Context: an optimization exercise on an open-source flow, tuned for small area, a short achievable clock period and few clock cycles per item. The choices shown serve that exercise and are no tape-out recipe.
The RTL was checked by simulation tests, not by an equivalence proof against the original design.

==> design/flow/design.v <==
`default_nettype none
module startup_ctrl (
    input  logic clk,
    input  logic arst_n,
    output logic core_ready
);
    logic [1:0] cnt;
    always_ff @(posedge clk or negedge arst_n) begin
        if (!arst_n) begin
            cnt        <= '0;
            core_ready <= 1'b0;
        end else if (!core_ready) begin                    
            cnt <= cnt + 1'b1;
            if (cnt == 2'(3 - 1)) begin
                core_ready <= 1'b1;
            end
        end
    end
endmodule
`default_nettype wire
`default_nettype none
module front_end (
    input  logic                       clk,
    input  logic                       arst_n,
    input  logic                       core_ready,
    input  logic                       instr_valid,
    input  logic [16-1:0] instr,
    input  logic                       op_free,
    output logic                       is_valid,
    output logic [25-1:0]         is_instr,
    output logic                       rob_full
);
    localparam int QD = (8 - 2);
    logic [2:0]         wp;
    logic [2:0]         rp;
    logic [2:0]         fcnt;
    logic [2:0]         fcnt_nx;
    logic               accept;
    logic               q_empty;
    logic               is_free;
    logic               direct;
    logic               push;
    logic               pop;
    logic               is_load;
    logic               is_valid_nx;
    logic               op_valid_nx;
    logic [13-1:0] in_q;
    logic [13-1:0] q_head;
    logic [13-1:0] is_q;
    function automatic logic [25-1:0] decode(input logic [13-1:0] q);
        logic [25-1:0] x;
        logic               addi;
        addi          = (q[12:11] == 2'd3);
        x             = '0;
        x[24] = (q[12:11] != 2'd2) && (q[10:8] != 3'd0);
        x[23] = (q[12:11] == 2'd2) && (q[10:8] != 3'd0);
        x[22]  = (q[12:11] == 2'd1);
        x[21:19]   = q[10:8];
        for (int k = 1; k < 8; k++) begin
            x[12 + k - 1] = (q[7:5] == 3'(k));
            x[5 + k - 1]  = !addi && (q[2:0] == 3'(k));
        end
        x[4:0] = addi ? q[4:0] : 5'd0;
        decode = x;
    endfunction
    function automatic logic [2:0] incr(input logic [2:0] p);
        incr = (p == 3'(QD - 1)) ? 3'd0 : p + 3'd1;
    endfunction
    assign accept  = instr_valid & core_ready & ~rob_full;
    assign q_empty = (fcnt == 3'd0);
    assign is_free = ~is_valid | op_free;                  
    assign direct  = is_free & q_empty;
    assign push    = accept & ~direct;
    assign pop     = is_free & ~q_empty;
    assign is_load = (direct & accept) | pop;
    assign in_q[12:11]  = instr[15:14];
    assign in_q[10:8]  = instr[13:11];
    assign in_q[7:5] = instr[10:8];
    assign in_q[4:0]   = (instr[15:14] == 2'd3) ? instr[4:0]
                                                             : {instr[4:3], instr[7:5]};
    res_st #(.DEPTH(QD)) qu_queue (
        .clk(clk),
        .wr_en(push),
        .wr_addr(wp),
        .wr_data(in_q),
        .rd_addr(rp),
        .rd_data(q_head)
    );
    assign is_valid_nx = is_free ? (accept | ~q_empty) : 1'b1;
    assign op_valid_nx = op_free ? is_valid : 1'b1;
    assign fcnt_nx     = fcnt + 3'(push) - 3'(pop);
    always_ff @(posedge clk or negedge arst_n) begin
        if (!arst_n) begin
            wp       <= '0;
            rp       <= '0;
            fcnt     <= '0;
            is_valid <= 1'b0;
            rob_full <= 1'b0;
        end else begin
            if (push) wp <= incr(wp);
            if (pop)  rp <= incr(rp);
            fcnt     <= fcnt_nx;
            is_valid <= is_valid_nx;
            rob_full <= is_valid_nx & op_valid_nx & (fcnt_nx == 3'(QD));
        end
    end
    assign is_q = q_empty ? in_q : q_head;
    always_ff @(posedge clk) begin
        if (is_load) begin
            is_instr <= decode(is_q);
        end
    end
endmodule
`default_nettype wire
`default_nettype none
module res_st #(
    parameter int DEPTH = 8 - 1
) (
    input  logic               clk,
    input  logic               wr_en,
    input  logic [2:0]         wr_addr,
    input  logic [13-1:0] wr_data,
    input  logic [2:0]         rd_addr,
    output logic [13-1:0] rd_data
);
    logic [13-1:0] slots [DEPTH];
    always_ff @(posedge clk) begin
        for (int i = 0; i < DEPTH; i++) begin
            if (wr_en && wr_addr == 3'(i)) begin
                slots[i] <= wr_data;
            end
        end
    end
    always_comb begin
        rd_data = slots[0];
        for (int i = 1; i < DEPTH; i++) begin
            if (rd_addr == 3'(i)) begin
                rd_data = slots[i];
            end
        end
    end
endmodule
`default_nettype wire
`default_nettype none
module rf (
    input  logic                      clk,
    input  logic [8-1:1]  rs1_sel,
    input  logic [8-1:1]  rs2_sel,
    output logic [16-1:0] rs1_data,
    output logic [16-1:0] rs2_data,
    input  logic                      wr_en,
    input  logic                      clr,
    input  logic [2:0]                wr_addr,
    input  logic [16-1:0] wr_data
);
    logic [16-1:0] regs [1:8-1];
    always_ff @(posedge clk) begin
        for (int i = 1; i < 8; i++) begin
            if (clr || (wr_en && wr_addr == 3'(i))) begin
                regs[i] <= wr_data;
            end
        end
    end
    always_comb begin
        rs1_data = '0;
        rs2_data = '0;
        for (int i = 1; i < 8; i++) begin
            rs1_data = rs1_data | (regs[i] & {16{rs1_sel[i]}});
            rs2_data = rs2_data | (regs[i] & {16{rs2_sel[i]}});
        end
    end
endmodule
`default_nettype wire
`default_nettype none
module back_end (
    input  logic                      clk,
    input  logic                      arst_n,
    input  logic                      schedule_en,
    input  logic                      is_valid,
    input  logic [25-1:0]        is_instr,
    output logic                      op_free,
    output logic [8-1:1]  rs1_sel,
    output logic [8-1:1]  rs2_sel,
    input  logic [16-1:0] rs1_data,
    input  logic [16-1:0] rs2_data,
    output logic                      commit_valid,
    output logic [19-1:0]   commit
);
    logic                      credit;
    logic                      fire;
    logic                      load;
    logic                      fwd_a;
    logic                      fwd_b;
    logic                      byp_a;
    logic                      byp_b;
    logic [16-1:0] ld_a;
    logic [16-1:0] ld_b;
    logic                      op_valid;
    logic [16-1:0] a_q;
    logic [16-1:0] b_q;
    logic [2:0]                rd_q;
    logic                      sub_q;
    logic                      sel_x_q;
    logic                      sel_s_q;
    logic [2:0]                c_rd;
    logic [16-1:0] c_val;
    logic [16-1:0] op_a;
    logic [16-1:0] op_b;
    logic [16:0]   sum;
    logic [16-1:0] result;
    assign fire    = op_valid & credit;
    assign op_free = ~op_valid | fire;
    assign load    = op_free & is_valid;
    assign rs1_sel = is_instr[18:12];
    assign rs2_sel = is_instr[11:5];
    assign fwd_a = commit_valid & (c_rd != 3'd0) & rs1_sel[c_rd];
    assign fwd_b = commit_valid & (c_rd != 3'd0) & rs2_sel[c_rd];
    assign byp_a = fire & (rd_q != 3'd0) & rs1_sel[rd_q];
    assign byp_b = fire & (rd_q != 3'd0) & rs2_sel[rd_q];
    assign ld_a  = byp_a ? result : fwd_a ? c_val : rs1_data;
    assign ld_b  = byp_b ? result : (fwd_b ? c_val : rs2_data) | {11'd0, is_instr[4:0]};
    always_ff @(posedge clk or negedge arst_n) begin
        if (!arst_n) begin
            credit       <= 1'b0;
            op_valid     <= 1'b0;
            commit_valid <= 1'b0;
            sel_x_q      <= 1'b0;
            sel_s_q      <= 1'b0;
        end else begin
            credit       <= schedule_en | (credit & ~fire);
            op_valid     <= op_free ? is_valid : 1'b1;
            commit_valid <= fire;
            if (load) begin
                sel_x_q <= is_instr[23];
                sel_s_q <= is_instr[24];
            end
        end
    end
    always_ff @(posedge clk) begin
        if (load) begin
            a_q   <= ld_a;
            b_q   <= ld_b;
            rd_q  <= is_instr[21:19];
            sub_q <= is_instr[22];
        end
    end
    always_comb begin
        op_a   = a_q;
        op_b   = b_q;
        sum    = {op_a, sub_q} + {op_b ^ {16{sub_q}}, sub_q};
        result = ((op_a ^ op_b) & {16{sel_x_q}})
               | (sum[16:1] & {16{sel_s_q}});
    end
    always_ff @(posedge clk) begin
        c_rd  <= rd_q;
        c_val <= result;
    end
    assign commit = {c_rd, c_val};                         
endmodule
`default_nettype wire
`default_nettype none
module qu_core
(
    input  logic                       clk,
    input  logic                       arst_n,
    input  logic                       instr_valid,
    input  logic [16-1:0] instr,
    input  logic                       schedule_en,
    output logic                       core_ready,
    output logic                       rob_full,
    output logic                       commit_valid,
    output logic [19-1:0]    commit
);
    logic                      op_free;
    logic                      is_valid;
    logic [25-1:0]        is_instr;
    logic [8-1:1]  rs1_sel;
    logic [8-1:1]  rs2_sel;
    logic [16-1:0] rs1_data;
    logic [16-1:0] rs2_data;
    startup_ctrl qu_startup_ctrl (
        .clk(clk),
        .arst_n(arst_n),
        .core_ready(core_ready)
    );
    front_end qu_front_end (
        .clk(clk),
        .arst_n(arst_n),
        .core_ready(core_ready),
        .instr_valid(instr_valid),
        .instr(instr),
        .op_free(op_free),
        .is_valid(is_valid),
        .is_instr(is_instr),
        .rob_full(rob_full)
    );
    rf qu_phy_rf (
        .clk(clk),
        .rs1_sel(rs1_sel),
        .rs2_sel(rs2_sel),
        .rs1_data(rs1_data),
        .rs2_data(rs2_data),
        .wr_en(commit_valid),
        .clr(~core_ready),
        .wr_addr(commit[19-1:16]),
        .wr_data(commit[16-1:0])
    );
    back_end qu_back_end (
        .clk(clk),
        .arst_n(arst_n),
        .schedule_en(schedule_en),
        .is_valid(is_valid),
        .is_instr(is_instr),
        .op_free(op_free),
        .rs1_sel(rs1_sel),
        .rs2_sel(rs2_sel),
        .rs1_data(rs1_data),
        .rs2_data(rs2_data),
        .commit_valid(commit_valid),
        .commit(commit)
    );
endmodule
`default_nettype wire
==> design/flow/run.sh <==
#!/bin/bash
# synth_recipe.tcl (not shown) runs the flow's synth.tcl, then flattens the netlist and writes it again
# the make line also repeats each setting of config.mk as NAME=value (left out here)
make -C /OpenROAD-flow-scripts/flow DESIGN_CONFIG=/design/flow/config.mk WORK_HOME=/design/flow/orfs CLKGATE_MAP_FILE= SYNTH_SCRIPT=/design/flow/synth_recipe.tcl finish
==> design/flow/config.mk <==
export PLATFORM = sky130hd
export DESIGN_NAME = qu_core
export DESIGN_NICKNAME = qu_core
export VERILOG_FILES = /design/flow/design.v
export SDC_FILE = /design/flow/constraint.sdc
export NUM_CORES = 4
export LEC_CHECK = 0
export ABC_AREA = 1
export CAP_MARGIN = 20
export CORE_MARGIN = 2
export CORE_UTILIZATION = 65
export CTS_CLUSTER_DIAMETER = 100
export CTS_CLUSTER_SIZE = 30
export PLACE_DENSITY = 0.75
export SETUP_SLACK_MARGIN = 3.3
export SLEW_MARGIN = 20
==> design/flow/constraint.sdc <==
create_clock -name core_clock -period 5.5 [get_ports {clk}]
set_input_delay 1.1000 -clock core_clock [delete_from_list [all_inputs] [get_ports {clk}]]
set_output_delay 1.1000 -clock core_clock [all_outputs]
set_load 0.01 [all_outputs]
==> reports/qor.yml, run 1 <==
clock_tree:
  cts_sinks: 289
  postCtsHoldBufs: 0
  cts.clk_slew.worst_paths_ns: 0.12
  cts_root_buffer: "clkbuf_16"
  cts_tree: "built"
  numCtsBuffers: 13
  cts-htree-levels: 1
  clock_latency_ns: 0.49
  clock_path_buffers: 3
timing:
  setup_viol: 0
  hold_viol_final: 0
  slew-limit-headroom_pct: 36.7
  rsz0062_at_grt: "yes"
  fmaxAchievable_mhz: 405
  setup_tns_ns: 0
  finalCriticalPeriod_ns: 2.47
  worst_pin_slew_ns: 0.950
  post-route-period-util_pct: 44.9
  finClkSkew_ns: 0.0194
  slew_viol_final: 0
  setup_slack_ns: 3.03
synthesis:
  synth-main-ff-cell: "edfxtp_1"
  synth_cells: 1406
  synth_seq_cells: 289
  yosysTopAreaCell: "edfxtp_1"
  synth_cell_types: 48
  postSynthAreaPerCell_um2: 9.88
  synth_edf_count: 251
  synthTopCellsByArea: "edfxtp_1 54%, nand2_1 11%, nand3_1 3.7%"
  synth_top_area_share_pct: 54.3
  async_flop_share_pct: 6.57
  syn_area_um2: 13900
  yosys_warnings: 7
  syn_nets: 1457
  ys_seq_area_share_pct: 60.4
routing:
  drt_pre_antenna_iters: 8
  routed_wl_um: 39700
  postRouteAntennaNets: 0
  via_per_inst: 6.24
  drc_errors: 0
  drt_iter0_markers: 1655
  vias: 11400
  wl_per_cell_um: 21.7
layout:
  diodes: 0
  layout-drive-gt1-share_pct: 21.7
  syn_to_final_growth_pct: 20.3
  nets: 1601
floorplan:
  floorplan.initialDensity_pct: 66.0
  dieWidth_um: 150
  rows: 53
  ios: 42
  dieArea_um2: 22500
  coreArea_um2: 21000
  die_h_um: 150
global_route:
  overflow: 0
  grt_antenna_before_repair: 0
  grt_pass1_vias: 10500
  grt_pass1_wl_um: 56300
  grt_use_total_pct: 33.1
  grt_max_degree: 41
worst_hold_path:
  min_to: "qu_back_end.c_rd[1]"
  hold_start: "qu_back_end.rd_q[1]"
  hold_class: "reg2reg"
  worstHoldPathCells: 0
setup_path:
  crit_arrival_ns: 2.72
  r2r_cells: 15
  required_ns: 5.75
  worstPathMaxFanout: 14
  cp-start-kind: "flip-flop"
  r2r_start: "qu_back_end.sub_q"
  end_kind: "flip-flop"
  worstReg2RegEnd: "qu_back_end.b_q[9]"
  crit_type: "reg2reg"
  ff2ff_setup_slack_ns: 3.03
run:
  cap_violations: 0
placement:
  dp_hpwl_um: 22900
  port_buffers: 41
  gp_congestion: 0.866
  preCtsSetupSlack_ns: 2.11
outcome:
  status: "finished clean"
==> layer usage <==
layer	global-route usage [%]	share of wire, %	vias to the layer above	wire length [um]
li1	-	-	5162	-
met4	17.4	6.0	0	2390
met2	58.9	51	675	20400
met3	4.58	8.0	175	3190
met1	39.2	35	5410	13700
met5	0	0	-	0
==> synth_stat cells (all sizes together) (6+ instances only) <==
library cell    n
or2            12
nand3         104
buf            23
a221oi         24
o31ai           8
nand4          18
a21oi          70
inv           105
ha             30
edfxtp        251
o21ai          84
nor2           90
dfxtp          19
clkbuf         30
o211ai         13
nand2         428
o21bai          6
nand3b         19
dfrtp          19
xor2           20
==> through the flow <==
stage	cell area [um^2]	cells	hold slack [ns]	util, %
finish	16700	1831	0.429	79.5
global route	16700	1831	0.438	79.5
CTS	15900	1773	0.395	75.7
detailed placement	14600	1679	0.368	69.3
global placement	14600	1679	0.365	69.3
floorplan	14000	1406	0.348	-
==> worst max path at each step <==
stage,depth (start not counted),start,slack (ns),to
6_report,15,qu_back_end.sub_q,3.03,qu_back_end.b_q[9]
5_1_grt,15,qu_back_end.sub_q,2.88,qu_back_end.b_q[14]
4_1_cts,12,qu_back_end.sub_q,3.09,qu_back_end.b_q[15]
3_5_place_dp,7,instr_valid,2.11,qu_front_end.qu_queue.slots[0][11]
3_3_place_gp,7,instr_valid,2.14,qu_front_end.qu_queue.slots[0][11]
2_1_floorplan,10,instr_valid,2.96,qu_front_end.rob_full
==> flip-flops by register name, indices dropped and copies added, names as in the netlist, 2 cells and up <==
register / flops
qu_back_end.a_q: 16
qu_back_end.b_q: 16
qu_back_end.c_rd: 3
qu_back_end.c_val: 16
qu_back_end.rd_q: 3
qu_front_end.fcnt: 3
qu_front_end.is_instr: 25
qu_front_end.qu_queue.slots: 78
qu_front_end.rp: 3
qu_front_end.wp: 3
qu_phy_rf.regs: 112
qu_startup_ctrl.cnt: 2
==> worst max-delay path: stages, from the launching register on <==
cell	delay [ns]
edfxtp_1	0.43
buf_12	0.17
buf_4	0.14
xor2_1	0.16
ha_1	0.38
nand2_2	0.09
o21ai_4	0.17
nand2_1	0.08
nand2_2	0.09
nand2_1	0.07
nand2_1	0.06
nand2_1	0.04
nand3_1	0.10
nand2_2	0.09
nand2_1	0.09
nand2_1	0.06
==> timing repair <==
action	in CTS	in global routing
buffers inserted	68	54
setup endpoints to repair	175	126
gates cloned	5	4
pin swaps	29	26
resized for setup	204	92
==> cell families (layout without fill, tap and decap cells) <==
| logic type | count (synthesis) | after routing | synth area share, % |
|---|---|---|---|
| AO/OA/AOI/OAI | 220 | 220 | 9.48 |
| XOR/XNOR | 25 | 25 | 1.58 |
| adder cells (fa/ha/maj) | 31 | 31 | 2.85 |
| buffers and inverters | 158 | 302 | 4.51 |
| flip-flops | 289 | 289 | 60.4 |
| multiplexers | 2 | 2 | 0.144 |
| AND/OR/NAND/NOR | 681 | 687 | 21.0 |
==> cell usage in the layout, fill, tap and decap left out, drive strengths merged, types with 2 or more instances in the layout <==
master,synthesis,final
o211ai,13,13
nand3,104,105
or2,12,12
mux2i,2,2
ha,30,30
buf,23,148
nor2,90,90
xor2,20,20
dfxtp,19,19
nor3,4,4
clkdlybuf4s50,0,14
a22o,4,4
o21bai,6,6
clkdlybuf4s15,0,4
a21o,3,3
nand4,18,18
nand3b,19,19
clkinvlp,0,4
xnor2,5,5
o21ai,84,84
o31ai,8,8
clkbuf,30,28
a221oi,24,24
a211oi,2,2
o22ai,2,2
nor4,4,4
a21oi,70,70
inv,105,102
nand2,428,433
dfrtp,19,19
and2,2,2
edfxtp,251,251
==> area by class of cell <==
class                           count  area [um^2]
Fill cell                        1253         4320
Multi-Input combinational cell    965         5550
Clock inverter                      1         16.3
Clock buffer                       20          352
Tap cell                          275          344
Inverter                          105          444
Sequential cell                   289         8470
Timing Repair inverter              1         3.75
Timing Repair Buffer              175         1530
Testbench counts, summed over its fixed seeds: cycles 16,024, items 16,000.
==> run 2, diff against run 1 <==
--- a/design/flow/config.mk
+++ b/design/flow/config.mk
@@ -9,8 +9,8 @@
 export CAP_MARGIN = 20
 export CORE_MARGIN = 2
 export CORE_UTILIZATION = 65
-export CTS_CLUSTER_DIAMETER = 100
-export CTS_CLUSTER_SIZE = 30
+export CTS_CLUSTER_DIAMETER = 70
+export CTS_CLUSTER_SIZE = 20
 export PLACE_DENSITY = 0.75
-export SETUP_SLACK_MARGIN = 3.3
+export SETUP_SLACK_MARGIN = 3.15
 export SLEW_MARGIN = 20
==> run 2 against run 1 <==
Still clean on timing, DRC and antenna. Setup slack lost 0.15 ns. Non-clock buffer count shrank 40. Sequential share of layout area grew 0.29 points. Register-to-register slack lost 0.15 ns. Global-route usage shrank 0.74 points. Largest cell class unchanged.
==> reports/qor.yml, run 2 <==
routing:
  drt_pre_antenna_iters: 5  # -3
  drc_errors: 0  # unchanged
  via_per_inst: 6.17  # -1.0%
  drt_iter0_markers: 1332  # -20%
  postRouteAntennaNets: 0  # unchanged
  wl_per_cell_um: 20.8  # -4.1%
  vias: 11100  # -2.8%
  routed_wl_um: 37400  # -5.8%
placement:
  port_buffers: 41  # unchanged
  gp_congestion: 0.904  # +4.3%
  dp_hpwl_um: 22900  # about the same
setup_path:
  crit_top_cell: "nand2_1"
  r2r_start: "qu_back_end.sub_q"
  worstReg2RegEnd: "qu_back_end.b_q[14]"
  required_ns: 5.76  # about the same
  max_stage_delay_ns: 0.48  # +0.05 ns
  crit_arrival_ns: 2.88  # +0.16 ns
  crit_type: "reg2reg"
  slowest_stage: "edfxtp_1"
  r2r_cells: 16  # +1
  crit_path_cell_trace: "buf_6 -> buf_16 -> xor2_1 -> ha_1 -> buf_4 -> nand2_2 -> nor2_1 -> nand2_1 -> nand2_2 -> nand3b_1 -> nand2_1 -> nand2_1 -> nand3_2 -> nand2_2 -> nand2_1 -> o21ai_0"
  end_kind: "flip-flop"
  cp-start-kind: "flip-flop"
  ff2ff_setup_slack_ns: 2.88  # -0.15 ns
  worstPathMaxFanout: 6  # -8
layout:
  top_regs: "qu_phy_rf.regs: 112 flops, qu_front_end.qu_queue.slots: 78 flops, qu_front_end.is_instr: 25 flops"
  nets: 1562  # -2.4%
  largest_reg_flops: 112  # unchanged
  n_fill_cell: 1288  # +2.8%
  ff_latch_area_um2: 8460  # about the same
  multi_input_area_um2: 5580  # +0.65%
  layout-drive-gt1-share_pct: 20.0  # -1.7 points
  regMostFlops: "qu_phy_rf.regs"
  final_cell_mix: "390 x nand2_1, 251 x edfxtp_1, 97 x nand3_1"
  final_common_cell: "nand2_1"
  syn_to_final_growth_pct: 19.6
  diodes: 0  # unchanged
floorplan:
  floorplan.initialDensity_pct: 66.0  # unchanged
  rows: 53  # unchanged
  ios: 42  # unchanged
  dieWidth_um: 150  # unchanged
  die_h_um: 150  # unchanged
  coreArea_um2: 21000  # unchanged
  dieArea_um2: 22500  # unchanged
synthesis:
  yosysTopAreaCell: "edfxtp_1"
  synthTopCellsByArea: "edfxtp_1 54%, nand2_1 11%, nand3_1 3.7%"
  synth_cell_types: 48  # unchanged
  syn_nets: 1457  # unchanged
  synth-main-ff-cell: "edfxtp_1"
  synth_top_area_share_pct: 54.3  # unchanged
  async_flop_share_pct: 6.57  # unchanged
  syn_area_um2: 13900  # unchanged
  postSynthAreaPerCell_um2: 9.88  # unchanged
  yosys_warnings: 7  # unchanged
  ys_seq_area_share_pct: 60.4  # unchanged
  synth_seq_cells: 289  # unchanged
  synth_cells: 1406  # unchanged
  yosysMostFrequentCell: "nand2_1"
  synth_edf_count: 251  # unchanged
  yosys-top-cells-count: "422 x nand2_1, 251 x edfxtp_1, 103 x nand3_1"
outcome:
  status: "finished clean"
clock_tree:
  clock_path_buffers: 3  # unchanged
  postCtsHoldBufs: 0  # unchanged
  cts_sinks: 289  # unchanged
  clock_latency_ns: 0.53  # +0.04 ns
  numCtsBuffers: 18  # +5
  cts_tree: "built"
  cts.clk_slew.worst_paths_ns: 0.08  # -0.04 ns
  cts-htree-levels: 1  # unchanged
  cts_root_buffer: "clkbuf_16"
timing:
  slew-limit-headroom_pct: 37.2  # +0.46 points
  worst_pin_slew_ns: 0.943  # -0.00692 ns
  finClkSkew_ns: 0.0215  # +0.00203 ns
  slew_viol_final: 0  # unchanged
  hold_viol_final: 0  # unchanged
  setup_tns_ns: 0  # unchanged
  fmaxAchievable_mhz: 382  # -5.7%
  rsz0062_at_grt: "yes"
  setup_viol: 0  # unchanged
  post-route-period-util_pct: 47.6  # +2.7 points
  finalCriticalPeriod_ns: 2.62  # +0.151 ns
global_route:
  grt_max_degree: 41  # unchanged
  overflow: 0  # unchanged
  grt_use_total_pct: 32.4  # -0.74 points
  grt_pass1_vias: 10800  # +3.4%
  grt_pass1_wl_um: 55700  # -1.1%
  grt_antenna_before_repair: 0  # unchanged
worst_hold_path:
  worstHoldPathCells: 0  # unchanged
  hold_start: "qu_back_end.rd_q[1]"
  min_to: "qu_back_end.c_rd[1]"
  hold_class: "reg2reg"
run:
  cap_violations: 0  # unchanged
run 2: per-stage QoR:
step           setup WS [ns]  cell area (um^2)  utilization (%)  hold WS [ns]  std cells
4_1_cts                 3.02             16000             75.9         0.391       1761
3_3_place_gp            2.14             14600             69.3         0.353       1678
2_1_floorplan           2.96             14000                -         0.348       1406
3_5_place_dp            2.08             14600             69.3         0.353       1678
5_1_grt                 2.75             16600             79.0         0.426       1798
6_report                2.88             16600             79.0         0.408       1798
run 2: layer usage:
metal  share of wire, %  track usage [%]  up-vias
met1                 36             38.6     5339
li1                   -                -     5064
met5                  0                0        -
met4                5.0             16.0        0
met3                7.4             3.67      128
met2                 52             58.4      569
run 2: cell type report:
class | instances | share of cell area (%)
repair inverters | 1 | 0.0226
well taps | 275 | 2.07
clock inverters | 4 | 0.203
multi-input cells | 961 | 33.6
clock buffers | 28 | 2.94
inverters | 105 | 2.55
repair buffers | 135 | 7.61
flip-flops and latches | 289 | 51.0
run 2: worst max-delay path, delay by kind of cell (launching register included):
kind / cells / cell delay [ns]
DFF: 1 / 0.48
and+or+nand+nor: 10 / 0.83
AOI/OAI and AO/OA: 1 / 0.08
xor gates and xnor gates: 1 / 0.16
adders and majority gates: 1 / 0.36
buffers and inverters: 3 / 0.47
run 2: worst max-delay path by stage:
stage | start | end | slack (ns) | cells after the start
4_1_cts | qu_back_end.sub_q | qu_back_end.a_q[13] | 3.02 | 13
6_report | qu_back_end.sub_q | qu_back_end.b_q[14] | 2.88 | 16
3_5_place_dp | instr_valid | qu_front_end.qu_queue.slots[0][11] | 2.08 | 7
3_3_place_gp | instr_valid | qu_front_end.qu_queue.slots[0][2] | 2.14 | 7
2_1_floorplan | instr_valid | qu_front_end.rob_full | 2.96 | 10
5_1_grt | qu_back_end.sub_q | qu_back_end.b_q[14] | 2.75 | 16
run 2: logic make-up (layout without fill, tap and decap cells):
group	Yosys count	count (layout)	synth area share, %
adder cells (fa/ha/maj)	31	31	2.85
AND/OR/NAND/NOR	681	683	21.0
buffers and inverters	158	273	4.51
AO/OA/AOI/OAI	220	220	9.48
multiplexers	2	2	0.144
flip-flops	289	289	60.4
XOR/XNOR	25	25	1.58
run 2: timing repair:
action	4_1_cts	5_1_grt
gates cloned	3	2
gates resized for setup	154	88
pin swaps	42	59
buffers inserted	48	35
endpoints found under the setup margin	164	104
==> run 3, diff against run 2 <==
--- a/design/flow/config.mk
+++ b/design/flow/config.mk
@@ -12,5 +12,5 @@
 export CTS_CLUSTER_DIAMETER = 70
 export CTS_CLUSTER_SIZE = 20
 export PLACE_DENSITY = 0.75
-export SETUP_SLACK_MARGIN = 3.15
+export SETUP_SLACK_MARGIN = 2.8
 export SLEW_MARGIN = 20
==> run 3 against run 2 <==
Worst hold slack lost 0.027 ns. Global-route usage shrank 1.7 points. Critical endpoint is now commit[4]. Count of clock-buffer cells in the layout grew 1.
==> reports/qor.yml, run 3 <==
floorplan:
  ios: 42  # unchanged
  dieArea_um2: 22500  # unchanged
  dieWidth_um: 150  # unchanged
  floorplan.initialDensity_pct: 66.0  # unchanged
  rows: 53  # unchanged
  die_h_um: 150  # unchanged
  coreArea_um2: 21000  # unchanged
run:
  cap_violations: 0  # unchanged
layout:
  regMostFlops: "qu_phy_rf.regs"
  fin_util_pct: 73.3  # -5.7 points
  nets: 1494  # -4.4%
  syn_to_final_growth_pct: 11.0
  final_common_cell: "nand2_1"
  n_fill_cell: 1489  # +16%
  layout-drive-gt1-share_pct: 8.87  # -11 points
  top_regs: "qu_phy_rf.regs: 112 flops, qu_front_end.qu_queue.slots: 78 flops, qu_front_end.is_instr: 25 flops"
  final_cell_mix: "419 x nand2_1, 251 x edfxtp_1, 103 x nand3_1, 89 x inv_1, 81 x nor2_1"
  largest_reg_flops: 112  # unchanged
  diodes: 0  # unchanged
setup_path:
  slowest_stage: "clkdlybuf4s50_1"
  r2r_start: "qu_front_end.fcnt[2]"
  max_stage_delay_ns: 0.58  # +0.10 ns
  crit_type: "reg2out"
  end_kind: "primary output"
  worstPathMaxFanout: 9  # +3
  crit_path_cell_trace: "clkdlybuf4s50_1"
  critical_path_cell_count: 1  # -15
  required_ns: 4.40  # -1.36 ns
  cpLargestDelayFamily: "buffers and inverters"
  worstReg2RegEnd: "qu_front_end.rob_full"
  crit_arrival_ns: 1.55  # -1.33 ns
  cp-start-kind: "flip-flop"
  r2r_cells: 12  # -4
  ff2ff_setup_slack_ns: 2.94  # +0.06 ns
  crit_buf_inv: 1  # -2
timing:
  worst_pin_slew_ns: 0.961  # +0.0183 ns
  rsz0062_at_grt: "yes"
  setup_viol: 0  # unchanged
  holdWs_ns: 0.381  # -0.0272 ns
  post-route-period-util_pct: 48.2  # +0.62 points
  fmaxAchievable_mhz: 377  # -1.3%
  finClkSkew_ns: 0.0117  # -0.00978 ns
  hold_viol_final: 0  # unchanged
  slew-limit-headroom_pct: 35.9  # -1.2 points
  setup_tns_ns: 0  # unchanged
  finalCriticalPeriod_ns: 2.65  # +0.0339 ns
  slew_viol_final: 0  # unchanged
outcome:
  status: "finished clean"
clock_tree:
  cts_tree: "built"
  clock_latency_ns: 0.50  # -0.03 ns
  postCtsHoldBufs: 0  # unchanged
  cts_sinks: 289  # unchanged
  cts_root_buffer: "clkbuf_16"
  numCtsBuffers: 18  # unchanged
  cts.clk_slew.worst_paths_ns: 0.08  # about the same
  cts-htree-levels: 1  # unchanged
  clock_path_buffers: 3  # unchanged
synthesis:
  synth.area.mux_share_pct: 0.144  # unchanged
  synthXorXnorAreaFrac_pct: 1.58  # unchanged
  synth_top_area_share_pct: 54.3  # unchanged
  synth_compound_area_share_pct: 9.48  # unchanged
  synthTopCellsByArea: "edfxtp_1 54%, nand2_1 11%, nand3_1 3.7%"
  synth_fa_ha_area_share_pct: 2.85  # unchanged
  synth_top_family_by_area: "simple AND/OR/NAND/NOR gates"
  yosysMostFrequentCell: "nand2_1"
  yosys_warnings: 7  # unchanged
  syn_nets: 1457  # unchanged
  yosysTopAreaCell: "edfxtp_1"
  postSynthAreaPerCell_um2: 9.88  # unchanged
  yosys-top-cells-count: "422 x nand2_1, 251 x edfxtp_1, 103 x nand3_1"
  synth_cells: 1406  # unchanged
  syn_area_um2: 13900  # unchanged
  synth_cell_types: 48  # unchanged
  synth_edf_count: 251  # unchanged
  synth_seq_cells: 289  # unchanged
  async_flop_share_pct: 6.57  # unchanged
  synthSimpleGateAreaFrac_pct: 21.0  # unchanged
  ys_seq_area_share_pct: 60.4  # unchanged
  synth-main-ff-cell: "edfxtp_1"
worst_hold_path:
  hold_class: "reg2reg"
  min_to: "qu_back_end.c_rd[1]"
  worstHoldPathCells: 0  # unchanged
  hold_start: "qu_back_end.rd_q[1]"
global_route:
  overflow: 0  # unchanged
  grt_use_total_pct: 30.7  # -1.7 points
  grt_max_degree: 41  # unchanged
  grt_pass1_wl_um: 52700  # -5.4%
  grt_pass1_vias: 10300  # -5.1%
  grt_antenna_before_repair: 0  # unchanged
routing:
  drt_pre_antenna_iters: 6  # +1
  postRouteAntennaNets: 0  # unchanged
  drc_errors: 0  # unchanged
  wl_per_cell_um: 19.7  # -5.4%
  drt_iter0_markers: 935  # -30%
  via_per_inst: 6.02  # -2.4%
  routed_wl_um: 34100  # -8.9%
  vias: 10400  # -6.1%
placement:
  dp_hpwl_um: 22700  # -0.77%
  gp_congestion: 0.919  # +1.7%
  port_buffers: 41  # unchanged
[run 3: cell counts after synthesis]
Identical to the previous run, type by type.
[run 3: kinds of logic (layout without fill, tap and decap cells)]
group,Yosys count,in the layout
simple gates,681,681
flops,289,289
compound gates,220,220
buf+inv,158,207
fa+ha+maj,31,31
xor+xnor,25,25
mux,2,2
[run 3: how the worst max path moves through the flow]
stage,startpoint,endpoint
floorplan,instr_valid,qu_front_end.qu_queue.slots[4][0]
global placement,instr_valid,qu_front_end.qu_queue.slots[5][11]
detailed placement,instr_valid,qu_front_end.qu_queue.slots[5][11]
CTS,qu_back_end.c_rd[0],commit[16]
global route,qu_back_end.sub_q,qu_back_end.b_q[14]
finish,qu_back_end.c_val[4],commit[4]
[run 3: through the flow]
step                      std cells  worst slack [ns]  cell area, um^2
final                          1730              2.85            15400
after global routing           1730              2.77            15400
after detailed placement       1683              2.04            14500
after global placement         1683              2.06            14500
after floorplan                1406              2.73            13900
after CTS                      1723              2.81            15300
[run 3: repair_timing]
item | 4_1_cts | 5_1_grt
gates cloned | 0 | 1
pin swaps | 4 | 8
resized for setup | 29 | 28
setup buffers | 8 | 6
setup endpoints to repair | 92 | 41
[run 3: per-layer routing]
| metal | share of wire (%) | global-route usage, % |
|---|---|---|
| met5 | 0 | 0 |
| met4 | 3.8 | 13.1 |
| met3 | 6.7 | 3.52 |
| met2 | 52 | 55.7 |
| met1 | 38 | 37.0 |
[run 3: area by class of cell]
cell class / instances / area, um^2 / share of cell area, %
Clock buffer: 29 / 513 / 3.33
Clock inverter: 3 / 63.8 / 0.414
Inverter: 105 / 403 / 2.62
Multi-Input combinational cell: 959 / 5010 / 32.5
Sequential cell: 289 / 8420 / 54.6
Tap cell: 275 / 344 / 2.23
Timing Repair Buffer: 69 / 653 / 4.24
Timing Repair inverter: 1 / 5.00 / 0.0325
==> run 4, diff against run 3 <==
--- a/design/flow/config.mk
+++ b/design/flow/config.mk
@@ -12,5 +12,5 @@
 export CTS_CLUSTER_DIAMETER = 70
 export CTS_CLUSTER_SIZE = 20
 export PLACE_DENSITY = 0.75
-export SETUP_SLACK_MARGIN = 2.8
+export SETUP_SLACK_MARGIN = 3.0
 export SLEW_MARGIN = 20
==> run 4 against run 3 <==
Die area is the same. Final cell count grew 2.1%. Via count grew 5.0%. Synthesized area is the same. Critical path depth grew 11. Synthesized cell count is the same. Critical endpoint is now qu_back_end.b_q[12]. Register-to-register slack gained 0.09 ns. Non-clock buffer count grew 35. Critical path type is now reg2reg.
==> reports/qor.yml, run 4 <==
outcome:
  status: "finished clean"
routing:
  wl_per_cell_um: 20.7  # +5.3%
  vias: 10900  # +5.0%
  postRouteAntennaNets: 0  # unchanged
  drc_errors: 0  # unchanged
  routed_wl_um: 36700  # +7.5%
  drt_iter0_markers: 1278  # +37%
  via_per_inst: 6.19  # +2.8%
  drt_pre_antenna_iters: 5  # -1
clock_tree:
  cts-htree-levels: 1  # unchanged
  numCtsBuffers: 18  # unchanged
  cts_root_buffer: "clkbuf_16"
  cts_tree: "built"
  postCtsHoldBufs: 0  # unchanged
  cts.clk_slew.worst_paths_ns: 0.08  # about the same
  cts_sinks: 289  # unchanged
  clock_latency_ns: 0.51  # about the same
  clock_path_buffers: 3  # unchanged
layout:
  nets: 1531  # +2.5%
  final_cell_mix: "393 x nand2_1, 251 x edfxtp_1, 98 x nand3_1, 82 x inv_1, 79 x nor2_1"
  syn_to_final_growth_pct: 15.8
  diodes: 0  # unchanged
  top_regs: "qu_phy_rf.regs: 112 flops, qu_front_end.qu_queue.slots: 78 flops, qu_front_end.is_instr: 25 flops"
  regMostFlops: "qu_phy_rf.regs"
  layout-drive-gt1-share_pct: 16.1  # +7.2 points
  final_common_cell: "nand2_1"
  n_fill_cell: 1373  # -7.8%
  largest_reg_flops: 112  # unchanged
synthesis:
  synth.area.mux_share_pct: 0.144  # unchanged
  synth_seq_cells: 289  # unchanged
  synth-main-ff-cell: "edfxtp_1"
  yosysTopAreaCell: "edfxtp_1"
  yosys-top-cells-count: "422 x nand2_1, 251 x edfxtp_1, 103 x nand3_1"
  synthSimpleGateAreaFrac_pct: 21.0  # unchanged
  synthTopCellsByArea: "edfxtp_1 54%, nand2_1 11%, nand3_1 3.7%"
  synth_top_family_by_area: "simple AND/OR/NAND/NOR gates"
  synth_cells: 1406  # unchanged
  syn_area_um2: 13900  # unchanged
  async_flop_share_pct: 6.57  # unchanged
  synth_edf_count: 251  # unchanged
  synth_top_area_share_pct: 54.3  # unchanged
  postSynthAreaPerCell_um2: 9.88  # unchanged
  yosysMostFrequentCell: "nand2_1"
  syn_nets: 1457  # unchanged
  synth_compound_area_share_pct: 9.48  # unchanged
  synth_fa_ha_area_share_pct: 2.85  # unchanged
  synthXorXnorAreaFrac_pct: 1.58  # unchanged
  ys_seq_area_share_pct: 60.4  # unchanged
  yosys_warnings: 7  # unchanged
  synth_cell_types: 48  # unchanged
setup_path:
  crit_type: "reg2reg"
  slowest_stage: "edfxtp_1"
  crit_top_cell: "nand2_1"
  max_stage_delay_ns: 0.43  # -0.15 ns
  cp-start-kind: "flip-flop"
  crit_path_cell_trace: "buf_12 -> buf_12 -> xor2_1 -> ha_4 -> a21oi_2 -> o21ai_0 -> a21oi_1 -> nand3_1 -> nand2_1 -> o21ai_2 -> nand2_1 -> nand2_1"
  crit_arrival_ns: 2.73  # +1.18 ns
  required_ns: 5.76  # +1.36 ns
  worstPathMaxFanout: 7  # -2
  r2r_cells: 12  # unchanged
  end_kind: "flip-flop"
placement:
  gp_congestion: 0.894  # -2.8%
  port_buffers: 41  # unchanged
  dp_hpwl_um: 22800  # +0.43%
timing:
  slew_viol_final: 0  # unchanged
  slew-limit-headroom_pct: 36.7  # +0.72 points
  rsz0062_at_grt: "yes"
  worst_pin_slew_ns: 0.950  # -0.0108 ns
  finClkSkew_ns: 0.0134  # +0.00177 ns
  setup_tns_ns: 0  # unchanged
  setup_viol: 0  # unchanged
  hold_viol_final: 0  # unchanged
  post-route-period-util_pct: 45.0  # -3.3 points
  fmaxAchievable_mhz: 404  # +7.3%
  finalCriticalPeriod_ns: 2.47  # -0.181 ns
floorplan:
  coreArea_um2: 21000  # unchanged
  dieArea_um2: 22500  # unchanged
  ios: 42  # unchanged
  dieWidth_um: 150  # unchanged
  die_h_um: 150  # unchanged
  floorplan.initialDensity_pct: 66.0  # unchanged
  rows: 53  # unchanged
worst_hold_path:
  worstHoldPathCells: 0  # unchanged
  hold_class: "reg2reg"
run:
  cap_violations: 0  # unchanged
global_route:
  overflow: 0  # unchanged
  grt_use_total_pct: 31.3  # +0.61 points
  grt_pass1_vias: 10300  # +0.45%
  grt_max_degree: 41  # unchanged
  grt_pass1_wl_um: 53900  # +2.3%
  grt_antenna_before_repair: 0  # unchanged
run 4: changes by cell type in the layout (fill, tap and decap cells not counted), moves of 14 or more:
cell,before,now
buf_4,24,57
dfxtp_4,0,16
nand2_1,419,393
dlygate4sd2_1,0,23
clkdlybuf4s50_1,38,15
nand2_2,1,24
dfxtp_2,17,3
run 4: worst max-delay path: cells and delay by family, from the launching register on:
kind                     cells  cell delay, ns
AO/OA/AOI/OAI                4            0.65
XOR/XNOR                     1            0.24
adder cells (fa/ha/maj)      1            0.27
buffers and inverters        2            0.30
flip-flops                   1            0.43
AND/OR/NAND/NOR              4            0.33
run 4: kinds of logic after synthesis:
logic type      Yosys count
flops                   289
buf+inv                 158
fa+ha+maj                31
compound gates          220
mux                       2
xor+xnor                 25
simple gates            681
run 4: worst paths after layout:
kind	startpoint	slack, ns	to
setup / recovery	qu_back_end.sub_q	3.03	qu_back_end.b_q[12]
hold / removal	qu_back_end.rd_q[1]	0.39	qu_back_end.c_rd[1]
setup reg to reg	qu_back_end.sub_q	3.03	qu_back_end.b_q[12]
hold reg to reg	qu_back_end.rd_q[1]	0.39	qu_back_end.c_rd[1]
max in group asynchronous	arst_n	4.57	qu_startup_ctrl.core_ready
min in group asynchronous	arst_n	0.55	qu_front_end.rp[2]
run 4: layer usage:
metal,vias to the layer above,GRT usage (%),routed length (um)
li1,5013,-,-
met1,5294,38.4,13500
met2,522,55.8,18900
met3,110,3.48,2570
met4,0,14.2,1700
met5,-,0,0
run 4: timing repair:
| action | in CTS | in global routing |
|---|---|---|
| setup endpoints to repair | 132 | 46 |
| gates cloned | 1 | 2 |
| pin swaps | 4 | 43 |
| buffers inserted | 10 | 41 |
| resized for setup | 84 | 106 |
run 4: layout make-up:
| cell class | instances | area [um^2] | area share (%) |
|---|---|---|---|
| sequential | 289 | 8460 | 52.6 |
| multi-input combinational | 961 | 5360 | 33.3 |
| timing repair buffer | 104 | 912 | 5.67 |
| clock buffer | 29 | 513 | 3.19 |
| inverter | 105 | 419 | 2.61 |
| tap | 275 | 344 | 2.14 |
| clock inverter | 3 | 65.1 | 0.405 |
| timing repair inverter | 1 | 3.75 | 0.0234 |
run 4: through the flow:
| step | util [%] | cells | cell area (um^2) | setup slack [ns] | hold WS, ns |
|---|---|---|---|---|---|
| finish | 76.5 | 1767 | 16100 | 3.03 | 0.390 |
| global route | 76.5 | 1767 | 16100 | 2.91 | 0.401 |
| CTS | 73.0 | 1724 | 15400 | 2.98 | 0.394 |
| detailed placement | 69.2 | 1681 | 14600 | 2.07 | 0.376 |
| global placement | 69.2 | 1681 | 14600 | 2.10 | 0.373 |
| floorplan | - | 1406 | 13900 | 2.80 | 0.348 |
==> run 5, diff against run 4 <==
--- a/design/flow/config.mk
+++ b/design/flow/config.mk
@@ -8,9 +8,9 @@
 export ABC_AREA = 1
 export CAP_MARGIN = 20
 export CORE_MARGIN = 2
-export CORE_UTILIZATION = 65
+export CORE_UTILIZATION = 72
 export CTS_CLUSTER_DIAMETER = 70
 export CTS_CLUSTER_SIZE = 20
-export PLACE_DENSITY = 0.75
+export PLACE_DENSITY = 0.82
 export SETUP_SLACK_MARGIN = 3.0
 export SLEW_MARGIN = 20
==> run 5 against run 4 <==
Worst hold slack worse by 0.019 ns. Sequential cell count unchanged. Synthesized cell count stayed put. Clock skew increased by 0.0017 ns. Final cell count is 1.4% lower. Core utilization increased by 7.8 points. Maximum frequency fell by 4.8%. Register-to-register slack worse by 0.13 ns. Setup slack worse by 0.13 ns. Count of clock-buffer cells in the layout rose by 1. Global-route usage increased by 4.6 points. Critical path type unchanged. Highest routed layer unchanged.
==> reports/qor.yml, run 5 <==
setup_path:
  cp-start-kind: "flip-flop"
  required_ns: 5.75  # about the same
  crit_arrival_ns: 2.85  # +0.12 ns
  end_kind: "flip-flop"
  crit_path_cell_trace: "buf_12 -> buf_4 -> xor2_1 -> ha_1 -> nand2_2 -> a21oi_2 -> nor2_1 -> nand2_2 -> a21oi_1 -> o21ai_1 -> nand2_1 -> nand2_1 -> o21ai_0"
  crit_type: "reg2reg"
  worstPathMaxFanout: 5  # -2
  slowest_stage: "edfxtp_1"
  max_stage_delay_ns: 0.46  # +0.03 ns
floorplan:
  die_h_um: 143  # -4.9%
  dieWidth_um: 143  # -4.9%
  dieArea_um2: 20400  # -9.5%
  coreArea_um2: 18800  # -10%
  ios: 42  # unchanged
  rows: 50  # -5.7%
  floorplan.initialDensity_pct: 73.7  # +7.7 points
routing:
  postRouteAntennaNets: 0  # unchanged
  drt_pre_antenna_iters: 5  # unchanged
  via_per_inst: 6.41  # +3.6%
  wl_per_cell_um: 21.6  # +4.0%
  drc_errors: 0  # unchanged
  drt_iter0_markers: 1364  # +6.7%
  routed_wl_um: 37600  # +2.6%
  vias: 11200  # +2.2%
timing:
  worst_pin_slew_ns: 1.03  # +0.0845 ns
  finClkSkew_ns: 0.0152  # +0.00172 ns
  finalCriticalPeriod_ns: 2.60  # +0.125 ns
  slew_viol_final: 0  # unchanged
  fmaxAchievable_mhz: 385  # -4.8%
  holdWs_ns: 0.371  # -0.0194 ns
  setup_tns_ns: 0  # unchanged
  post-route-period-util_pct: 47.2  # +2.3 points
  hold_viol_final: 0  # unchanged
  setup_viol: 0  # unchanged
  rsz0062_at_grt: "yes"
  slew-limit-headroom_pct: 30.8  # -5.9 points
global_route:
  grt_max_degree: 41  # unchanged
  overflow: 0  # unchanged
  grt_antenna_before_repair: 0  # unchanged
  grt_pass1_wl_um: 55500  # +3.1%
  grt_use_total_pct: 35.8  # +4.6 points
  grt_pass1_vias: 10700  # +4.0%
clock_tree:
  cts_root_buffer: "clkbuf_16"
  postCtsHoldBufs: 0  # unchanged
  cts.clk_slew.worst_paths_ns: 0.08  # about the same
  cts_sinks: 289  # unchanged
  clock_path_buffers: 3  # unchanged
  numCtsBuffers: 18  # unchanged
  cts-htree-levels: 1  # unchanged
  clock_latency_ns: 0.51  # about the same
  cts_tree: "built"
layout:
  nets: 1522  # -0.59%
  layout-drive-gt1-share_pct: 14.6  # -1.5 points
  layout.cells.non_filler: 1743  # -1.4%
  syn_to_final_growth_pct: 14.2
  fin_util_pct: 84.2  # +7.8 points
  final_cell_mix: "401 x nand2_1, 251 x edfxtp_1, 100 x nand3_1, 82 x inv_1, 78 x nor2_1"
  top_regs: "qu_phy_rf.regs: 112 flops, qu_front_end.qu_queue.slots: 78 flops, qu_front_end.is_instr: 25 flops"
  largest_reg_flops: 112  # unchanged
  regMostFlops: "qu_phy_rf.regs"
  diodes: 0  # unchanged
  final_common_cell: "nand2_1"
synthesis:
  synth_seq_cells: 289  # unchanged
  synth_edf_count: 251  # unchanged
  synthTopCellsByArea: "edfxtp_1 54%, nand2_1 11%, nand3_1 3.7%"
  synth_top_area_share_pct: 54.3  # unchanged
  synth_cells: 1406  # unchanged
  yosysMostFrequentCell: "nand2_1"
  async_flop_share_pct: 6.57  # unchanged
  syn_nets: 1457  # unchanged
  postSynthAreaPerCell_um2: 9.88  # unchanged
  yosysTopAreaCell: "edfxtp_1"
  synth_cell_types: 48  # unchanged
  syn_area_um2: 13900  # unchanged
  ys_seq_area_share_pct: 60.4  # unchanged
  yosys-top-cells-count: "422 x nand2_1, 251 x edfxtp_1, 103 x nand3_1"
  yosys_warnings: 7  # unchanged
  synth-main-ff-cell: "edfxtp_1"
placement:
  port_buffers: 41  # unchanged
  dp.cells: 1667  # -0.83%
  gp_congestion: 0.878  # -1.8%
  dp_hpwl_um: 23300  # +2.3%
outcome:
  status: "finished clean"
worst_hold_path:
  hold_class: "reg2reg"
run:
  cap_violations: 0  # unchanged
## run 5: cell type report
| cell class | count | area (um^2) |
|---|---|---|
| clock buffer | 30 | 517 |
| timing repair inverter | 1 | 3.75 |
| fill | 1009 | 2970 |
| sequential | 289 | 8460 |
| multi-input combinational | 961 | 5280 |
| clock inverter | 2 | 13.8 |
| timing repair buffer | 95 | 838 |
| tap | 260 | 325 |
| inverter | 105 | 420 |
## run 5: path summary, 6_finish.rpt
kind | to | slack, ns | depth (start not counted) | start
min in group asynchronous | qu_back_end.credit | 0.54 | 1 | arst_n
hold reg to reg | qu_back_end.c_rd[1] | 0.37 | 0 | qu_back_end.rd_q[1]
hold / removal | qu_back_end.c_rd[1] | 0.37 | 0 | qu_back_end.rd_q[1]
setup reg to reg | qu_back_end.b_q[6] | 2.90 | 13 | qu_back_end.sub_q
max in group asynchronous | qu_front_end.rp[1] | 4.58 | 1 | arst_n
setup / recovery | qu_back_end.b_q[6] | 2.90 | 13 | qu_back_end.sub_q
## run 5: metrics by stage
step           instance area (um^2)  worst slack, ns
2_1_floorplan                 13900             2.80
3_3_place_gp                  14500             2.14
3_5_place_dp                  14500             2.04
4_1_cts                       15300             2.98
5_1_grt                       15900             2.84
6_report                      15900             2.90
## run 5: worst max-delay path: cells and delay by family (launching register included)
kind                     cells  cell delay, ns
AND/OR/NAND/NOR              5            0.55
AO/OA/AOI/OAI                4            0.44
adder cells (fa/ha/maj)      1            0.38
flip-flops                   1            0.46
XOR/XNOR                     1            0.18
buffers and inverters        2            0.33
## run 5: logic make-up (layout without fill, tap and decap cells)
| kind of cell | count (synthesis) | in the layout | share of synthesized area, % |
|---|---|---|---|
| adders and majority gates | 31 | 31 | 2.85 |
| AOI/OAI and AO/OA | 220 | 220 | 9.48 |
| and+or+nand+nor | 681 | 683 | 21.0 |
| muxes | 2 | 2 | 0.144 |
| DFF | 289 | 289 | 60.4 |
| buffers and inverters | 158 | 233 | 4.51 |
| xor gates and xnor gates | 25 | 25 | 1.58 |
## run 5: per-layer routing
| metal | up-vias | share of wire [%] | GRT usage, % |
|---|---|---|---|
| li1 | 4997 | - | - |
| met1 | 5274 | 34 | 42.0 |
| met2 | 732 | 51 | 63.5 |
| met3 | 178 | 8.2 | 4.93 |
| met4 | 0 | 6.7 | 20.6 |
| met5 | - | 0 | 0 |
## run 5: what timing repair did
item	4_1_cts	5_1_grt
endpoints found under the setup margin	131	73
gates resized for setup	77	90
pin swaps	4	27
cloned	1	3
setup buffers	14	26
==> run 6, diff against run 5 <==
--- a/design/flow/config.mk
+++ b/design/flow/config.mk
@@ -8,9 +8,9 @@
 export ABC_AREA = 1
 export CAP_MARGIN = 20
 export CORE_MARGIN = 2
-export CORE_UTILIZATION = 72
+export CORE_UTILIZATION = 52
 export CTS_CLUSTER_DIAMETER = 70
 export CTS_CLUSTER_SIZE = 20
-export PLACE_DENSITY = 0.82
-export SETUP_SLACK_MARGIN = 3.0
+export PLACE_DENSITY = 0.65
+export SETUP_SLACK_MARGIN = 3.3
 export SLEW_MARGIN = 20
==> run 6 against run 5 <==
Still clean. Synthesized area unchanged. First-iteration DRC count is 23% lower. Synthesized cell count is the same. Critical path depth down 3. Core utilization decreased by 19 points. Non-clock buffer count up 82. Die area up 37%. Sequential cell count unchanged. Critical path type unchanged. Highest routed layer unchanged.
==> reports/qor.yml, run 6 <==
timing:
  worst_pin_slew_ns: 0.958  # -0.0769 ns
  setup_viol: 0  # unchanged
  slew_viol_final: 0  # unchanged
  fmaxAchievable_mhz: 390  # +1.2%
  post-route-period-util_pct: 46.7  # -0.56 points
  rsz0062_at_grt: "yes"
  setup_slack_ns: 2.93  # +0.0305 ns
  holdWs_ns: 0.417  # +0.0463 ns
  finClkSkew_ns: 0.0301  # +0.0149 ns
  slew-limit-headroom_pct: 36.2  # +5.4 points
  finalCriticalPeriod_ns: 2.57  # -0.0305 ns
  hold_viol_final: 0  # unchanged
  setup_tns_ns: 0  # unchanged
layout:
  diodes: 0  # unchanged
  top_regs: "qu_phy_rf.regs: 112 flops, qu_front_end.qu_queue.slots: 78 flops, qu_front_end.is_instr: 25 flops"
  layout-drive-gt1-share_pct: 22.7  # +8.1 points
  fin_area_um2: 16900  # +6.9%
  final_cell_mix: "397 x nand2_1, 251 x edfxtp_1, 113 x buf_4, 99 x nand3_1, 77 x nor2_1"
  n_fill_cell: 2051  # +100%
  syn_to_final_growth_pct: 22.1
  layout.cells.non_filler: 1908  # +9.5%
  regMostFlops: "qu_phy_rf.regs"
  final_common_cell: "nand2_1"
  nets: 1610  # +5.8%
  ff_latch_area_um2: 8470  # +0.12%
  multi_input_area_um2: 5470  # +3.6%
  fin_util_pct: 64.9  # -19 points
  largest_reg_flops: 112  # unchanged
routing:
  drt_pre_antenna_iters: 17  # +12
  postRouteAntennaNets: 0  # unchanged
  routed_wl_um: 39900  # +6.2%
  drt_iter0_markers: 1057  # -23%
  drc_errors: 0  # unchanged
  wl_per_cell_um: 20.9  # -3.0%
  via_per_inst: 5.84  # -9.0%
  vias: 11100  # -0.33%
placement:
  dp_hpwl_um: 23700  # +1.5%
  dpl-instance-area_um2: 14700  # +0.78%
  dp.cells: 1739  # +4.3%
  port_buffers: 41  # unchanged
  gp_congestion: 0.882  # +0.49%
  preCtsSetupSlack_ns: 2.06  # +0.0159 ns
synthesis:
  yosysMostFrequentCell: "nand2_1"
  yosys-top-cells-count: "422 x nand2_1, 251 x edfxtp_1, 103 x nand3_1"
  ys_seq_area_share_pct: 60.4  # unchanged
  synth-main-ff-cell: "edfxtp_1"
  yosys_warnings: 7  # unchanged
  yosysTopAreaCell: "edfxtp_1"
  syn_nets: 1457  # unchanged
  synth_cell_types: 48  # unchanged
  async_flop_share_pct: 6.57  # unchanged
  postSynthAreaPerCell_um2: 9.88  # unchanged
  synth_edf_count: 251  # unchanged
  synthTopCellsByArea: "edfxtp_1 54%, nand2_1 11%, nand3_1 3.7%"
  synth_top_area_share_pct: 54.3  # unchanged
  synth_seq_cells: 289  # unchanged
  syn_area_um2: 13900  # unchanged
  synth_cells: 1406  # unchanged
global_route:
  overflow: 0  # unchanged
  grt_use_total_pct: 27.4  # -8.4 points
  grt_pass1_vias: 10600  # -1.1%
  grt_antenna_before_repair: 0  # unchanged
  grt_pass1_wl_um: 59100  # +6.4%
  grt_max_degree: 41  # unchanged
clock_tree:
  clock_latency_ns: 0.53  # +0.02 ns
  cts_sinks: 289  # unchanged
  cts.clk_slew.worst_paths_ns: 0.08  # about the same
  cts_root_buffer: "clkbuf_16"
  postCtsHoldBufs: 0  # unchanged
  cts-htree-levels: 1  # unchanged
  numCtsBuffers: 20  # +2
  clock_path_buffers: 3  # unchanged
  cts_tree: "built"
run:
  cap_violations: 0  # unchanged
outcome:
  status: "finished clean"
setup_path:
  required_ns: 5.77  # +0.02 ns
  max_stage_delay_ns: 0.59  # +0.13 ns
  cp-start-kind: "flip-flop"
  end_kind: "flip-flop"
  slowest_stage: "a21oi_1"
  crit_arrival_ns: 2.83  # -0.02 ns
  crit_top_cell: "buf_4"
  crit_type: "reg2reg"
  worstPathMaxFanout: 5  # unchanged
  crit_path_cell_trace: "inv_4 -> ha_4 -> a21oi_1 -> o311a_1 -> nand3_4 -> buf_4 -> buf_2 -> buf_4 -> o211ai_1 -> nand2_1"
worst_hold_path:
  hold_class: "reg2reg"
floorplan:
  dieArea_um2: 28000  # +37%
  floorplan.initialDensity_pct: 53.1  # -21 points
  die_h_um: 167  # +17%
  dieWidth_um: 167  # +17%
  ios: 42  # unchanged
  rows: 59  # +18%
  coreArea_um2: 26100  # +39%
## run 6: cell count changes in the layout (fill, tap and decap cells not counted), moves of 6 or more
cell | before | now
inv_2 | 16 | 23
nor2_4 | 5 | 11
buf_6 | 2 | 9
o21ai_0 | 53 | 46
buf_4 | 48 | 113
a21oi_2 | 11 | 17
inv_1 | 82 | 72
buf_12 | 3 | 10
buf_2 | 1 | 25
dlygate4sd2_1 | 24 | 2
## run 6: kinds of logic (layout without fill, tap and decap cells)
family / after synthesis / count (layout) / share of synthesized area, %
flip-flops: 289 / 289 / 60.4
multiplexers: 2 / 2 / 0.144
AO/OA/AOI/OAI: 220 / 220 / 9.48
AND/OR/NAND/NOR: 681 / 687 / 21.0
buffers and inverters: 158 / 319 / 4.51
adder cells (fa/ha/maj): 31 / 31 / 2.85
XOR/XNOR: 25 / 25 / 1.58
## run 6: metal layers
| metal | vias up | global-route usage, % | wire length, um |
|---|---|---|---|
| li1 | 5183 | - | - |
| met1 | 5367 | 33.9 | 15200 |
| met2 | 476 | 49.3 | 20100 |
| met3 | 118 | 3.12 | 2690 |
| met4 | 0 | 10.7 | 1960 |
| met5 | - | 0 | 0 |
## run 6: timing repair
item | 4_1_cts | 5_1_grt
pin swaps | 32 | 27
buffers inserted | 77 | 45
setup endpoints to repair | 174 | 123
resized for setup | 217 | 78
gates cloned | 4 | 6
## run 6: final timing paths
path | depth (start not counted) | slack [ns] | to | start
max | 10 | 2.93 | qu_back_end.b_q[13] | qu_back_end.rd_q[0]
min | 0 | 0.42 | qu_back_end.c_rd[1] | qu_back_end.rd_q[1]
max reg2reg | 10 | 2.93 | qu_back_end.b_q[13] | qu_back_end.rd_q[0]
min reg2reg | 0 | 0.42 | qu_back_end.c_rd[1] | qu_back_end.rd_q[1]
max in group asynchronous | 1 | 4.58 | qu_front_end.fcnt[1] | arst_n
min in group asynchronous | 1 | 0.54 | qu_back_end.sel_s_q | arst_n
## run 6: final cells by class
class | count | area share [%]
Clock buffer | 28 | 3.26
Multi-Input combinational cell | 965 | 32.3
Tap cell | 335 | 2.47
Sequential cell | 289 | 50.0
Timing Repair Buffer | 177 | 8.88
Timing Repair inverter | 1 | 0.0221
Clock inverter | 8 | 0.554
Inverter | 105 | 2.55
## run 6: worst max-delay path, delay by kind of cell (launching register included)
kind	cells	cell delay, ns
compound gates	3	1.03
buf+inv	4	0.53
flops	1	0.42
simple gates	2	0.17
fa+ha+maj	1	0.15
==> run 7, diff against run 6 <==
--- a/design/flow/design.v
+++ b/design/flow/design.v
@@ -218,7 +218,8 @@
     assign byp_a = fire & (rd_q != 3'd0) & rs1_sel[rd_q];
     assign byp_b = fire & (rd_q != 3'd0) & rs2_sel[rd_q];
     assign ld_a  = byp_a ? result : fwd_a ? c_val : rs1_data;
-    assign ld_b  = byp_b ? result : (fwd_b ? c_val : rs2_data) | {11'd0, is_instr[4:0]};
+    assign ld_b  = (byp_b ? result : (fwd_b ? c_val : rs2_data) | {11'd0, is_instr[4:0]})
+                 ^ {16{is_instr[22]}};
     always_ff @(posedge clk or negedge arst_n) begin
         if (!arst_n) begin
             credit       <= 1'b0;
@@ -247,7 +248,7 @@
     always_comb begin
         op_a   = a_q;
         op_b   = b_q;
-        sum    = {op_a, sub_q} + {op_b ^ {16{sub_q}}, sub_q};
+        sum    = {op_a, sub_q} + {op_b, sub_q};
         result = ((op_a ^ op_b) & {16{sel_x_q}})
                | (sum[16:1] & {16{sel_s_q}});
     end
==> run 7 against run 6 <==
Via count is 4.3% higher. Setup slack gained 0.17 ns. Wire length up 5.7%. Register-to-register slack improved by 0.17 ns. Critical path type unchanged.
==> reports/qor.yml, run 7 <==
layout:
  final_common_cell: "nand2_1"
  diodes: 0  # unchanged
  layout.cells.non_filler: 1975  # +3.5%
  fin_util_pct: 67.2  # +2.3 points
  largest_reg_flops: 112  # unchanged
  layout-drive-gt1-share_pct: 28.0  # +5.3 points
  nets: 1669  # +3.7%
placement:
  dp_hpwl_um: 23600  # -0.29%
  dpl-instance-area_um2: 14800  # +0.79%
  port_buffers: 41  # unchanged
  dp.cells: 1801  # +3.6%
  preCtsSetupSlack_ns: 2.11  # +0.0498 ns
  gp_congestion: 0.889  # +0.76%
worst_hold_path:
  worstHoldPathCells: 0  # unchanged
  hold_class: "reg2reg"
synthesis:
  synthXorXnorAreaFrac_pct: 0.552  # -1.0 points
  synth_compound_area_share_pct: 6.40  # -3.1 points
  synthTopCellsByArea: "edfxtp_1 54%, nand2_1 14%, nand3_1 5.8%"
  synth_fa_ha_area_share_pct: 2.69  # -0.16 points
  synth.area.mux_share_pct: 0.142  # -0.0018 points
  yosysTopAreaCell: "edfxtp_1"
  synth_top_family_by_area: "simple AND/OR/NAND/NOR gates"
  yosys-top-cells-count: "513 x nand2_1, 251 x edfxtp_1, 162 x nand3_1"
  async_flop_share_pct: 6.57  # unchanged
  ys_seq_area_share_pct: 59.7  # -0.75 points
  postSynthAreaPerCell_um2: 9.55  # -3.3%
  yosys_warnings: 7  # unchanged
  synth-main-ff-cell: "edfxtp_1"
  syn_area_um2: 14100  # +1.3%
  syn_nets: 1521  # +4.4%
timing:
  setup_viol: 0  # unchanged
  slew-limit-headroom_pct: 25.8  # -10 points
  finClkSkew_ns: 0.0223  # -0.00776 ns
  finalCriticalPeriod_ns: 2.40  # -0.165 ns
  holdWs_ns: 0.432  # +0.0146 ns
  fmaxAchievable_mhz: 416  # +6.9%
  setup_slack_ns: 3.10  # +0.165 ns
  slew_viol_final: 0  # unchanged
  hold_viol_final: 0  # unchanged
floorplan:
  dieWidth_um: 168  # +0.61%
  coreArea_um2: 26700  # +2.3%
  rows: 60  # +1.7%
  die_h_um: 168  # +0.61%
  dieArea_um2: 28400  # +1.2%
setup_path:
  required_ns: 5.92  # +0.15 ns
  r2r_start: "qu_front_end.fcnt[1]"
  max_stage_delay_ns: 0.43  # -0.16 ns
  cp-start-kind: "flip-flop"
  worstPathMaxFanout: 2  # -3
  worstReg2RegEnd: "qu_front_end.rob_full"
  crit_type: "reg2reg"
  slowest_stage: "dfrtp_2"
global_route:
  grt_use_total_pct: 27.6  # +0.24 points
  grt_antenna_before_repair: 0  # unchanged
  grt_busiest_layer: "met2"
  grt_max_degree: 41  # unchanged
  overflow: 0  # unchanged
  met1_usage_pct: 35.0  # +1.1 points
  grt_pass1_wl_um: 59900  # +1.4%
clock_tree:
  clock_path_buffers: 3  # unchanged
  postCtsHoldBufs: 0  # unchanged
  numCtsBuffers: 21  # +5.0%
  cts_root_buffer: "clkbuf_16"
outcome:
  status: "finished clean"
routing:
  drt_iter0_markers: 1319  # +25%
  drc_errors: 0  # unchanged
  wl_per_cell_um: 21.4  # +2.1%
  via_per_inst: 5.88  # +0.75%
[run 7: cell count changes after synthesis, moves of 16 or more]
cell	delta
a21oi_1	-48
inv_1	+36
nand2_1	+91
nand3_1	+59
nand3b_1	-17
nor2_1	-33
o21ai_0	-22
xor2_1	-16
[run 7: worst max path at each step]
stage                                                    to                  from  cells past startpoint  slack, ns
after floorplan                       qu_front_end.rob_full           instr_valid                     10       2.96
after global placement    qu_front_end.qu_queue.slots[4][5]           instr_valid                      7       2.15
after detailed placement  qu_front_end.qu_queue.slots[4][7]           instr_valid                      7       2.11
after CTS                             qu_front_end.rob_full  qu_front_end.fcnt[0]                     12       3.15
after global routing                  qu_front_end.rob_full    qu_back_end.credit                     14       2.99
final                                 qu_front_end.rob_full  qu_front_end.fcnt[1]                     12       3.10
[run 7: what timing repair did]
item / CTS / global route
pin swaps: 25 / 89
gates cloned: 6 / 7
resized for setup: 207 / 237
buffers inserted: 70 / 54
endpoints found under the setup margin: 169 / 139
[run 7: cell families (layout without fill, tap and decap cells)]
logic type,Yosys count,after routing
AOI/OAI and AO/OA,138,138
xor gates and xnor gates,8,8
and+or+nand+nor,809,811
adders and majority gates,29,29
muxes,2,2
DFF,289,289
buffers and inverters,197,357
[run 7: cell type report]
cell class	instances	area (um^2)
clock buffers	29	556
flip-flops and latches	289	8480
clock inverters	8	113
repair inverters	3	25.0
repair buffers	181	1750
inverters	136	572
well taps	341	427
fillers	1960	8770
multi-input cells	988	6040
[run 7: metal layers]
metal	vias up	routed length (um)
met3	132	2970
met2	559	20900
li1	5317	-
met4	0	2040
met1	5614	16300
met5	-	0
Testbench counts of run 7, summed over its fixed seeds: cycles 16,024, items 16,000.

[what the ideal ports hide]
The results above use ideal ports. As a check the final layouts listed here were re-extracted and re-timed, cells and wires unchanged.
Step 1 assumes that a clkbuf_16 drives the clock port and a buf_2 every other input.
Step 2 also shifts input and output timing later by t, the mid clock arrival at the registers, as if the neighbouring blocks saw the same clock.
Slacks: ideal / step 1 / step 2; pairs: ideal / step 1.
| run | shift t [ns] | setup slack, ns | slew at the worst register clock pin (ns) |
|---|---|---|---|
| run 1 | 0.534 | 3.031 / 3.031 / 2.838 | 0.12 / 0.12 |
| run 2 | 0.563 | 2.880 / 2.880 / 2.673 | 0.09 / 0.09 |
| run 3 | 0.546 | 2.846 / 2.798 / 2.453 | 0.09 / 0.09 |
| run 4 | 0.550 | 3.027 / 3.027 / 2.640 | 0.09 / 0.09 |
| run 5 | 0.553 | 2.902 / 2.902 / 2.598 | 0.09 / 0.09 |
| run 6 | 0.566 | 2.933 / 2.933 / 2.760 | 0.09 / 0.09 |
| run 7 | 0.566 | 3.098 / 3.098 / 2.596 | 0.09 / 0.09 |
After both steps setup and hold are still met in every run listed. The setup slack of run 7, which loses most, moves by 0.000 ns with the drivers and by -0.502 ns with both steps.
